Source: an optimization exercise on an open RTL-to-GDS flow (aim: small area, a short achievable clock period and few clock cycles per item). Production flows keep margins and buffers that such runs may drop. Function was checked by simulation only, so behaviour that the tests miss may differ from the original.

==> flow/design.v <==
package smf_pkg;
    localparam int MAX_WINDOW   = 15;
    localparam int SAMPLE_WIDTH = 16;
    localparam int CFG_WIDTH    = 4;
    localparam logic [CFG_WIDTH-1:0] WINDOW_LEN_RESET = CFG_WIDTH'(3);
    function automatic logic slt16(input logic [15:0] a, input logic [15:0] b);
        logic [15:0] lt0, gt0;
        logic [7:0]  lt1, gt1;
        logic [3:0]  lt2, gt2;
        logic [1:0]  lt3, gt3;
        for (int i = 0; i < 16; i++)
        begin
            lt0[i] = (i == 15) ? (a[i] & ~b[i]) : (~a[i] & b[i]);
            gt0[i] = (i == 15) ? (~a[i] & b[i]) : (a[i] & ~b[i]);
        end
        for (int i = 0; i < 8; i++)
        begin
            lt1[i] = lt0[2*i+1] | (~gt0[2*i+1] & lt0[2*i]);
            gt1[i] = gt0[2*i+1] | (~lt0[2*i+1] & gt0[2*i]);
        end
        for (int i = 0; i < 4; i++)
        begin
            lt2[i] = lt1[2*i+1] | (~gt1[2*i+1] & lt1[2*i]);
            gt2[i] = gt1[2*i+1] | (~lt1[2*i+1] & gt1[2*i]);
        end
        for (int i = 0; i < 2; i++)
        begin
            lt3[i] = lt2[2*i+1] | (~gt2[2*i+1] & lt2[2*i]);
            gt3[i] = gt2[2*i+1] | (~lt2[2*i+1] & gt2[2*i]);
        end
        slt16 = lt3[1] | (~gt3[1] & lt3[0]);
    endfunction
    function automatic logic ugt4(input logic [3:0] a, input logic [3:0] b);
        logic [3:0] gt0, lt0;
        logic [1:0] gt1, lt1;
        gt0 = a & ~b;
        lt0 = ~a & b;
        gt1[0] = gt0[1] | (~lt0[1] & gt0[0]);
        gt1[1] = gt0[3] | (~lt0[3] & gt0[2]);
        lt1[1] = lt0[3] | (~gt0[3] & lt0[2]);
        ugt4 = gt1[1] | (~lt1[1] & gt1[0]);
    endfunction
    function automatic logic [3:0] updn4(input logic [3:0] r, input logic up, input logic dn);
        logic [3:0] t;
        t[0] = up | dn;
        t[1] = (up & r[0]) | (dn & ~r[0]);
        t[2] = (up & r[0] & r[1]) | (dn & ~r[0] & ~r[1]);
        t[3] = (up & r[0] & r[1] & r[2]) | (dn & ~r[0] & ~r[1] & ~r[2]);
        updn4 = r ^ t;
    endfunction
    function automatic logic [3:0] pop15(input logic [14:0] v);
        logic [4:0] s1, c1;
        logic       s2a, c2a, s2b, c2b;
        logic       s3a, c3a, s3b, c3b, s3c, c3c;
        logic       s4, c4;
        for (int i = 0; i < 5; i++)
        begin
            s1[i] = v[3*i] ^ v[3*i+1] ^ v[3*i+2];
            c1[i] = (v[3*i] & v[3*i+1]) | (v[3*i] & v[3*i+2]) | (v[3*i+1] & v[3*i+2]);
        end
        s2a = s1[0] ^ s1[1] ^ s1[2];
        c2a = (s1[0] & s1[1]) | (s1[0] & s1[2]) | (s1[1] & s1[2]);
        s2b = s2a ^ s1[3] ^ s1[4];
        c2b = (s2a & s1[3]) | (s2a & s1[4]) | (s1[3] & s1[4]);
        s3a = c1[0] ^ c1[1] ^ c1[2];
        c3a = (c1[0] & c1[1]) | (c1[0] & c1[2]) | (c1[1] & c1[2]);
        s3b = c1[3] ^ c1[4] ^ c2a;
        c3b = (c1[3] & c1[4]) | (c1[3] & c2a) | (c1[4] & c2a);
        s3c = s3a ^ s3b ^ c2b;
        c3c = (s3a & s3b) | (s3a & c2b) | (s3b & c2b);
        s4 = c3a ^ c3b ^ c3c;
        c4 = (c3a & c3b) | (c3a & c3c) | (c3b & c3c);
        pop15 = {c4, s4, s3c, s2b};
    endfunction
endpackage
import smf_pkg::*;
module smf_front (
    input  logic        clk,
    input  logic        rst_n,
    input  logic [3:0]  window_len,
    input  logic        adv,
    input  logic        adv_next,
    input  logic        samples_valid,
    output logic        samples_ready,
    input  logic [15:0] samples_sample,
    input  logic        samples_end_of_seq,
    output logic        a_v,
    output logic        a_fill,
    output logic        a_emit,
    output logic        a_last,
    output logic [3:0]  a_ws,
    output logic [15:0] a_y
);
    logic [2:0] h;
    logic [3:0] w_m1;
    logic       rdy_q;
    logic       in_seq_q;
    logic [2:0] k_q;
    logic [2:0] fl_q;
    logic [3:0] wp_q;
    logic       take;
    logic       flush_ent;
    logic       ent_fill;
    logic [2:0] k_inc;
    logic       emit_c;
    logic       emit_f;
    logic [3:0] wp_inc;
    logic [2:0] fl_next;
    assign h    = window_len[3:1];
    assign w_m1 = {window_len[3:1], 1'b0};
    assign samples_ready = rdy_q;
    assign take          = samples_valid && rdy_q;
    assign flush_ent     = adv && (fl_q != 3'd0);
    assign ent_fill      = !in_seq_q;
    assign k_inc         = (k_q == 3'd7) ? 3'd7 : k_q + 3'd1;
    assign emit_c        = (k_inc >= h);
    assign emit_f        = (h == 3'd0);
    assign wp_inc        = (wp_q == w_m1) ? 4'd0 : wp_q + 4'd1;
    always_comb
    begin
        fl_next = fl_q;
        if (take)
            fl_next = samples_end_of_seq ? h : 3'd0;
        else if (flush_ent)
            fl_next = fl_q - 3'd1;
    end
    always_ff @(posedge clk or negedge rst_n)
    begin
        if (!rst_n)
        begin
            rdy_q    <= 1'b0;
            in_seq_q <= 1'b0;
            k_q      <= '0;
            fl_q     <= '0;
            wp_q     <= '0;
            a_v      <= 1'b0;
            a_fill   <= 1'b0;
            a_emit   <= 1'b0;
            a_last   <= 1'b0;
            a_ws     <= '0;
        end
        else
        begin
            rdy_q <= adv_next && (fl_next == 3'd0);
            fl_q  <= fl_next;
            if (adv)
            begin
                a_v  <= take || flush_ent;
                a_ws <= wp_q;
                if (take)
                begin
                    in_seq_q <= !samples_end_of_seq;
                    k_q      <= ent_fill ? 3'd0 : k_inc;
                    wp_q     <= ent_fill ? 4'd0 : wp_inc;
                    a_fill   <= ent_fill;
                    a_emit   <= ent_fill ? emit_f : emit_c;
                    a_last   <= samples_end_of_seq && (h == 3'd0);
                end
                else if (flush_ent)
                begin
                    k_q    <= k_inc;
                    wp_q   <= wp_inc;
                    a_fill <= 1'b0;
                    a_emit <= emit_c;
                    a_last <= (fl_q == 3'd1);
                end
            end
        end
    end
    always_ff @(posedge clk)
    begin
        if (take)
            a_y <= samples_sample;
    end
endmodule
import smf_pkg::*;
module smf_queue (
    input  logic        clk,
    input  logic        rst_n,
    input  logic        push,
    input  logic [15:0] push_median,
    input  logic        push_last,
    output logic        adv,
    output logic        adv_next,
    output logic        medians_valid,
    input  logic        medians_ready,
    output logic [15:0] medians_median,
    output logic        medians_last_out
);
    logic        skid_v_q;
    logic [15:0] skid_med_q;
    logic        skid_last_q;
    logic        pop;
    logic        head_load;
    assign adv       = !skid_v_q;
    assign pop       = medians_valid && medians_ready;
    assign head_load = !medians_valid || pop;
    assign adv_next  = skid_v_q ? head_load : !(push && !head_load);
    always_ff @(posedge clk or negedge rst_n)
    begin
        if (!rst_n)
        begin
            medians_valid <= 1'b0;
            skid_v_q      <= 1'b0;
        end
        else
        begin
            if (head_load)
                medians_valid <= skid_v_q || push;
            if (skid_v_q)
                skid_v_q <= !head_load;
            else
                skid_v_q <= push && !head_load;
        end
    end
    always_ff @(posedge clk)
    begin
        if (head_load)
        begin
            medians_median   <= skid_v_q ? skid_med_q  : push_median;
            medians_last_out <= skid_v_q ? skid_last_q : push_last;
        end
        if (!skid_v_q)
        begin
            skid_med_q  <= push_median;
            skid_last_q <= push_last;
        end
    end
endmodule
import smf_pkg::*;
module smf_back (
    input  logic        clk,
    input  logic        rst_n,
    input  logic [3:0]  window_len,
    input  logic        adv,
    input  logic        a_v,
    input  logic        a_fill,
    input  logic        a_emit,
    input  logic        a_last,
    input  logic [3:0]  a_ws,
    input  logic [15:0] a_y,
    output logic        push,
    output logic [15:0] push_median,
    output logic        push_last
);
    localparam int N = MAX_WINDOW;
    logic [15:0] x_q [N];
    logic [3:0]  r_q [N];
    logic         b_v, b_fill, b_emit, b_last;
    logic [N-1:0] b_sel;
    logic [15:0]  b_y;
    logic [N-1:0] b_le;
    logic         c_v, c_last;
    logic         p_v;
    logic [N-1:0] p_sel;
    logic [3:0]   p_r;
    logic [3:0]   ro_q;
    logic [2:0]   h;
    logic [3:0]   w_m1;
    logic [N-1:0] act;
    logic [N-1:0] a_sel;
    logic [N-1:0] a_c;
    logic         a_cb;
    logic [N-1:0] pend;
    logic [3:0]   p_upd;
    logic         p_up, p_dn;
    logic [3:0]   ro_r;
    logic         ro_le, ro_dn;
    logic [N-1:0] dec;
    logic [N-1:0] up;
    logic [N-1:0] dn;
    logic [3:0]   r_upd [N];
    logic [3:0]   r_new;
    logic [3:0]   ro_next;
    logic [15:0]  med;
    assign h    = window_len[3:1];
    assign w_m1 = {window_len[3:1], 1'b0};
    assign a_cb = smf_pkg::slt16(a_y, b_y);
    always_comb
    begin
        for (int i = 0; i < N; i++)
        begin
            act[i]   = (4'(i) <= w_m1);
            a_sel[i] = (a_ws == 4'(i));
            a_c[i]   = (b_v && (b_fill || b_sel[i])) ? a_cb : smf_pkg::slt16(a_y, x_q[i]);
        end
    end
    always_comb
    begin
        pend = p_v ? p_sel : '0;
        for (int i = 0; i < N; i++)
        begin
            dec[i]   = smf_pkg::ugt4(r_q[i], ro_q);
            up[i]    = ~b_le[i] & ~dec[i];
            dn[i]    = b_le[i] & dec[i];
            r_upd[i] = smf_pkg::updn4(r_q[i], up[i], dn[i]);
        end
        p_up  = |(pend & ~b_le);
        p_dn  = smf_pkg::ugt4(p_r, ro_q);
        p_upd = smf_pkg::updn4(p_r, p_up & ~p_dn, p_dn & ~p_up);
        r_new = smf_pkg::pop15(b_le);
        ro_r  = '0;
        ro_le = 1'b0;
        for (int i = 0; i < N; i++)
            if (a_sel[i])
            begin
                ro_r  = ro_r | r_q[i];
                ro_le = ro_le | b_le[i];
            end
        ro_dn = smf_pkg::ugt4(ro_r, ro_q);
        if (b_v && b_fill)
            ro_next = '0;
        else if (b_v)
            ro_next = smf_pkg::updn4(ro_r, ~ro_le & ~ro_dn, ro_le & ro_dn);
        else
            ro_next = ro_r;
    end
    always_ff @(posedge clk or negedge rst_n)
    begin
        if (!rst_n)
        begin
            b_v <= 1'b0;
            c_v <= 1'b0;
            p_v <= 1'b0;
        end
        else if (adv)
        begin
            b_v <= a_v;
            c_v <= b_v && b_emit;
            if (b_v)
                p_v <= !b_fill;
            else
                p_v <= 1'b0;
        end
    end
    always_ff @(posedge clk)
    begin
        if (adv)
        begin
            b_fill <= a_fill;
            b_emit <= a_emit;
            b_last <= a_last;
            b_sel  <= a_sel;
            b_y    <= a_y;
            b_le   <= ~a_c & act & ~a_sel;
            c_last <= b_last;
            p_sel  <= b_sel;
            p_r    <= r_new;
            ro_q   <= ro_next;
        end
    end
    always_ff @(posedge clk)
    begin
        for (int i = 0; i < N; i++)
        begin
            if (adv && b_v && (b_fill || b_sel[i]))
                x_q[i] <= b_y;
            if (adv)
            begin
                if (b_v && b_fill)
                    r_q[i] <= 4'(i);
                else if (b_v && b_sel[i])
                    r_q[i] <= r_q[i];
                else if (pend[i])
                    r_q[i] <= b_v ? p_upd : p_r;
                else if (b_v)
                    r_q[i] <= r_upd[i];
            end
        end
    end
    always_comb
    begin
        med = '0;
        for (int i = 0; i < N; i++)
            if (act[i] && (pend[i] ? (p_r == {1'b0, h}) : (r_q[i] == {1'b0, h})))
                med = med | x_q[i];
    end
    assign push        = adv && c_v;
    assign push_median = med;
    assign push_last   = c_last;
endmodule
import smf_pkg::*;
module sliding_median_filter (
    input  logic                 clk,
    input  logic                 rst_n,
    input  logic                 samples_valid,
    output logic                 samples_ready,
    input  logic [15:0]          samples_sample,
    input  logic                 samples_end_of_seq,
    output logic                 medians_valid,
    input  logic                 medians_ready,
    output logic [15:0]          medians_median,
    output logic                 medians_last_out,
    input  logic                 cfg_valid,
    output logic                 cfg_ready,
    input  logic [3:0]           cfg_window_len
);
    logic [CFG_WIDTH-1:0] window_len_reg;
    logic        adv;
    logic        adv_next;
    logic        a_v, a_fill, a_emit, a_last;
    logic [3:0]  a_ws;
    logic [15:0] a_y;
    logic        push;
    logic [15:0] push_median;
    logic        push_last;
    assign cfg_ready = 1'b1;
    always_ff @(posedge clk or negedge rst_n)
    begin
        if (!rst_n)
            window_len_reg <= WINDOW_LEN_RESET;
        else if (cfg_valid)
            window_len_reg <= cfg_window_len;
    end
    smf_front u_front (
        .clk                (clk),
        .rst_n              (rst_n),
        .window_len         (window_len_reg),
        .adv                (adv),
        .adv_next           (adv_next),
        .samples_valid      (samples_valid),
        .samples_ready      (samples_ready),
        .samples_sample     (samples_sample),
        .samples_end_of_seq (samples_end_of_seq),
        .a_v                (a_v),
        .a_fill             (a_fill),
        .a_emit             (a_emit),
        .a_last             (a_last),
        .a_ws               (a_ws),
        .a_y                (a_y)
    );
    smf_back u_back (
        .clk         (clk),
        .rst_n       (rst_n),
        .window_len  (window_len_reg),
        .adv         (adv),
        .a_v         (a_v),
        .a_fill      (a_fill),
        .a_emit      (a_emit),
        .a_last      (a_last),
        .a_ws        (a_ws),
        .a_y         (a_y),
        .push        (push),
        .push_median (push_median),
        .push_last   (push_last)
    );
    smf_queue u_queue (
        .clk              (clk),
        .rst_n            (rst_n),
        .push             (push),
        .push_median      (push_median),
        .push_last        (push_last),
        .adv              (adv),
        .adv_next         (adv_next),
        .medians_valid    (medians_valid),
        .medians_ready    (medians_ready),
        .medians_median   (medians_median),
        .medians_last_out (medians_last_out)
    );
endmodule
==> flow/run.sh <==
#!/bin/bash
# synth_recipe.tcl (not shown) runs the flow's synth.tcl, then flattens the netlist and writes it again
# the make line also repeats each setting of config.mk as NAME=value (left out here)
make -C /OpenROAD-flow-scripts/flow DESIGN_CONFIG=/design/flow/config.mk WORK_HOME=/design/flow/orfs CLKGATE_MAP_FILE= SYNTH_SCRIPT=/design/flow/synth_recipe.tcl finish
==> flow/config.mk <==
export PLATFORM = sky130hd
export DESIGN_NAME = sliding_median_filter
export DESIGN_NICKNAME = sliding_median_filter
export VERILOG_FILES = /design/flow/design.v
export SDC_FILE = /design/flow/constraint.sdc
export NUM_CORES = 4
export LEC_CHECK = 0
export CAP_MARGIN = 20
export CORE_MARGIN = 2
export CORE_UTILIZATION = 40
export SLEW_MARGIN = 20
==> flow/constraint.sdc <==
create_clock -name core_clock -period 10.0 [get_ports {clk}]
set_input_delay 2.0000 -clock core_clock [delete_from_list [all_inputs] [get_ports {clk}]]
set_output_delay 2.0000 -clock core_clock [all_outputs]
set_load 0.01 [all_outputs]
==> impl_metrics.tcl <==
set metrics [dict create \
    routedWlPerCell_um 26.7 \
    crit_path_max_incr_delay_ps 840 \
    cts_resized 0 \
    antenna_found_initial 0 \
    cts_root_buf "clkbuf_16" \
    cts_made_buffers 50 \
    dp.cells 3157 \
    crit_slowest_cell "xor2_1" \
    ys_ff_latch 451 \
    grt_first_pass_wirelength_um 127000 \
    die_h_um 258 \
    tns_ps 0 \
    rsz0062_at_grt "false" \
    firstDrtPassIters 7 \
    drc 0 \
    globalplace.congestion 0.960 \
    ys_async_sr_fraction 0.0621 \
    cp-start-kind "flop" \
    netlist_area_um2 25700 \
    initial_core_util 0.406 \
    die_w_um 258 \
    clkTransAtPathRegs_ps 60 \
    syn_nets 2448 \
    largest_register "u_back.x_q" \
    viasPerCell 6.20 \
    synth_edf_count 406 \
    synth_area_per_cell_um2 10.9 \
    synthToLayoutAreaGrowth_pct 11.1 \
    drtIter0Drc 2570 \
    cts-htree-levels 2 \
    largest_reg_flops 240 \
    core_um2 63300 \
    post-route-min-period_ps 4530 \
    p_leak_nw 9.99 \
    cp-startpoint "u_back.b_le[1]" \
    timing.final.crit_share 0.453 \
    fin_cells 3253 \
    arrival_ps 4850 \
    yosysTopAreaCell "edfxtp_1" \
    fin_nets 2443 \
    worst_pin_slew_ps 1150 \
    io_pins 46 \
    reg.largest.list "u_back.x_q (240), u_back.r_q (60)" \
    synth.area.top_cells "edfxtp_1 (47%), maj3_1 (5.6%), a21oi_1 (3.4%)" \
    path_class "flop to flop" \
    layout_commonest_cell "edfxtp_1" \
    cts_sinks 451 \
    ant_nets 0 \
    cts_hold_buffers 0 \
    die_area_um2 66300 \
    grt_max_degree 52 \
    slew_headroom 0.226 \
    critPathCaptureType "flop" \
    grt_pass1_vias 19500 \
    netlist.area_leader.share 0.474 \
    vias 20200 \
    routed_wl_um 86800 \
    postPlaceCellArea_um2 26800 \
    skew_ps 28.7 \
    cts_tree "built" \
    slew_viol_final 0 \
    max_freq_mhz 221 \
    grt_usage 0.256 \
    io_buffers 43 \
    cap_violations 0 \
    hp-start "u_back.b_last" \
    row_count 92 \
    powerDensity_nw_per_um2 394 \
    yosys_warnings 7 \
    hold_path.class "flop to flop" \
    synth-seq-area-share 0.515 \
    post-dp-hpwl_um 57900 \
    design_area_um2 28600 \
    netlist_instances 2369 \
    path_max_fanout 9 \
    path_cells "inv_1, a22o_1, a221oi_1, and2_1, a21bo_2, and2_1, inv_1, ha_1, and3_1, o21ai_0, xor2_1, buf_4, nor2_1, a21oi_1, nor2_1" \
    clk_latency_ps 620 \
    drive_above_1_share 0.0902 \
    synth_ff_type "edfxtp_1" \
    yosysUniqueCellTypes 94 \
    fin_total_pwr_mw 11.3 \
    hold_viol 0 \
    vdd_drop_max_mv 0.164 \
    post-cts-setup-buffers 0 \
    required_ps 10320 \
    grt.overflow.total 0 \
    cts.path.max_buffers 3 \
    layout_common_cells "edfxtp_1 (406), nand2_1 (172), a21oi_1 (161)" \
    rr_startpoint "u_back.b_le[1]" \
    status "no timing/DRC/antenna violations" \
    setup_viol 0 \
]
-- cell type report --
class / count / area [µm²]
diodes: 1 / 2.50
multi-input cells: 1622 / 11200
inverters: 143 / 541
flip-flops and latches: 451 / 13200
fillers: 5890 / 34800
repair buffers: 96 / 832
well taps: 846 / 1060
clock buffers: 70 / 1420
clock inverters: 24 / 278
-- kinds of logic (layout without fill, tap and decap cells) --
group | Yosys count | after routing | share of synthesized area
AOI/OAI and AO/OA | 663 | 663 | 0.175
and+or+nand+nor | 608 | 608 | 0.116
DFF | 451 | 451 | 0.515
buffers and inverters | 296 | 333 | 0.0540
adders and majority gates | 205 | 205 | 0.0886
xor gates and xnor gates | 111 | 111 | 0.0378
muxes | 34 | 34 | 0.0139
other | 1 | 2 | 0.000146
-- report_power, final --
| group | total [mW] | switching [mW] | internal, mW |
|---|---|---|---|
| sequential | 4.35 | 1.00 | 3.35 |
| clock | 1.92 | 0.796 | 1.12 |
| combinational | 5.00 | 3.11 | 1.89 |
| total | 11.3 | 4.90 | 6.36 |
-- final timing paths --
path	endpoint	slack, ps	depth (start not counted)
worst min register to register	u_back.c_last	440	0
worst max register to register	u_back.r_q[10][2]	5470	15
min in group asynchronous	window_len_reg[2]	1790	2
max in group asynchronous	window_len_reg[1]	7910	2
worst min-delay path	u_back.c_last	440	0
worst max-delay path	u_back.r_q[10][2]	5470	15
-- worst max-delay path: cells and delay by family, from the launching register on --
kind	cells	cell delay (ps)
AO/OA/AOI/OAI	5	1270
XOR/XNOR	1	840
buffers and inverters	3	640
AND/OR/NAND/NOR	5	760
flip-flops	1	530
adder cells (fa/ha/maj)	1	200
-- Yosys cell counts (6+ instances only) --
master    count
mux2_2       11
fa_1         11
a41oi_1      15
o21ai_1      11
inv_1       127
o22a_1       16
o311ai_1      8
dfrtp_1      27
ha_1         42
nor3_1       30
mux2i_1      21
o211ai_1     37
a21oi_1     173
o22ai_1      26
buf_4        10
nand4_1      22
buf_2        26
nor2_1      168
nand2_1     172
inv_2        10
o21ai_0     102
a22oi_1     106
xor2_1       44
clkbuf_8     13
maj3_2        8
o221ai_1      6
nand3_1      60
xnor2_1      67
and2_1        6
nor4_1       12
a211oi_1     22
maj3_1      144
nand2b_1     52
clkbuf_1     87
o21a_1       17
nor2b_1      51
a222oi_1     20
buf_1        11
dfxtp_1      17
a221oi_1     37
a31oi_1      10
edfxtp_1    406
-- layer usage --
layer | GRT usage | vias up | routed length, µm
met3 | 0.0451 | 191 | 7890
met1 | 0.335 | 9954 | 34600
met2 | 0.414 | 1161 | 40400
met4 | 0.114 | 0 | 3880
met5 | 0 | - | 0
li1 | - | 8878 | -
-- metrics by stage --
stage / hold slack [ps] / setup slack, ps / util
5_1_grt: 452 / 5400 / 0.451
6_report: 437 / 5470 / 0.451
3_3_place_gp: 420 / 5610 / 0.424
3_5_place_dp: 422 / 5580 / 0.424
2_1_floorplan: 400 / 6200 / -
4_1_cts: 436 / 5560 / 0.451
Testbench counts, summed over its fixed seeds: cycles 12,155, items 11,227.

==> port drivers added, routing unchanged <==
The results above use ideal ports. As a check the final layout listed here was re-extracted and re-timed, cells and wires unchanged. Step 1: set_driving_cell puts a clkbuf_16 on clk and a buf_2 on each other input, an assumption about the parent block. Step 2 times the ports against the registers' clock, not the clock port: input delays grow and output delays shrink by t, the midpoint of the rising clock arrivals with the driver on. a / b / c = ideal ports / drivers / drivers and shift; a / b = the first two.
t (ns): 0.663
slack for setup (ns): 5.467 / 5.467 / 5.467
latest minus earliest clock arrival (ns): 0.030 / 0.030
worst data-port slew with drivers (ns): 0.04
pins driven straight from the clock port: 1
After both steps this run still meets setup and hold. The setup slack of this run moves by 0.000 ns with the drivers and by 0.000 ns with both steps.
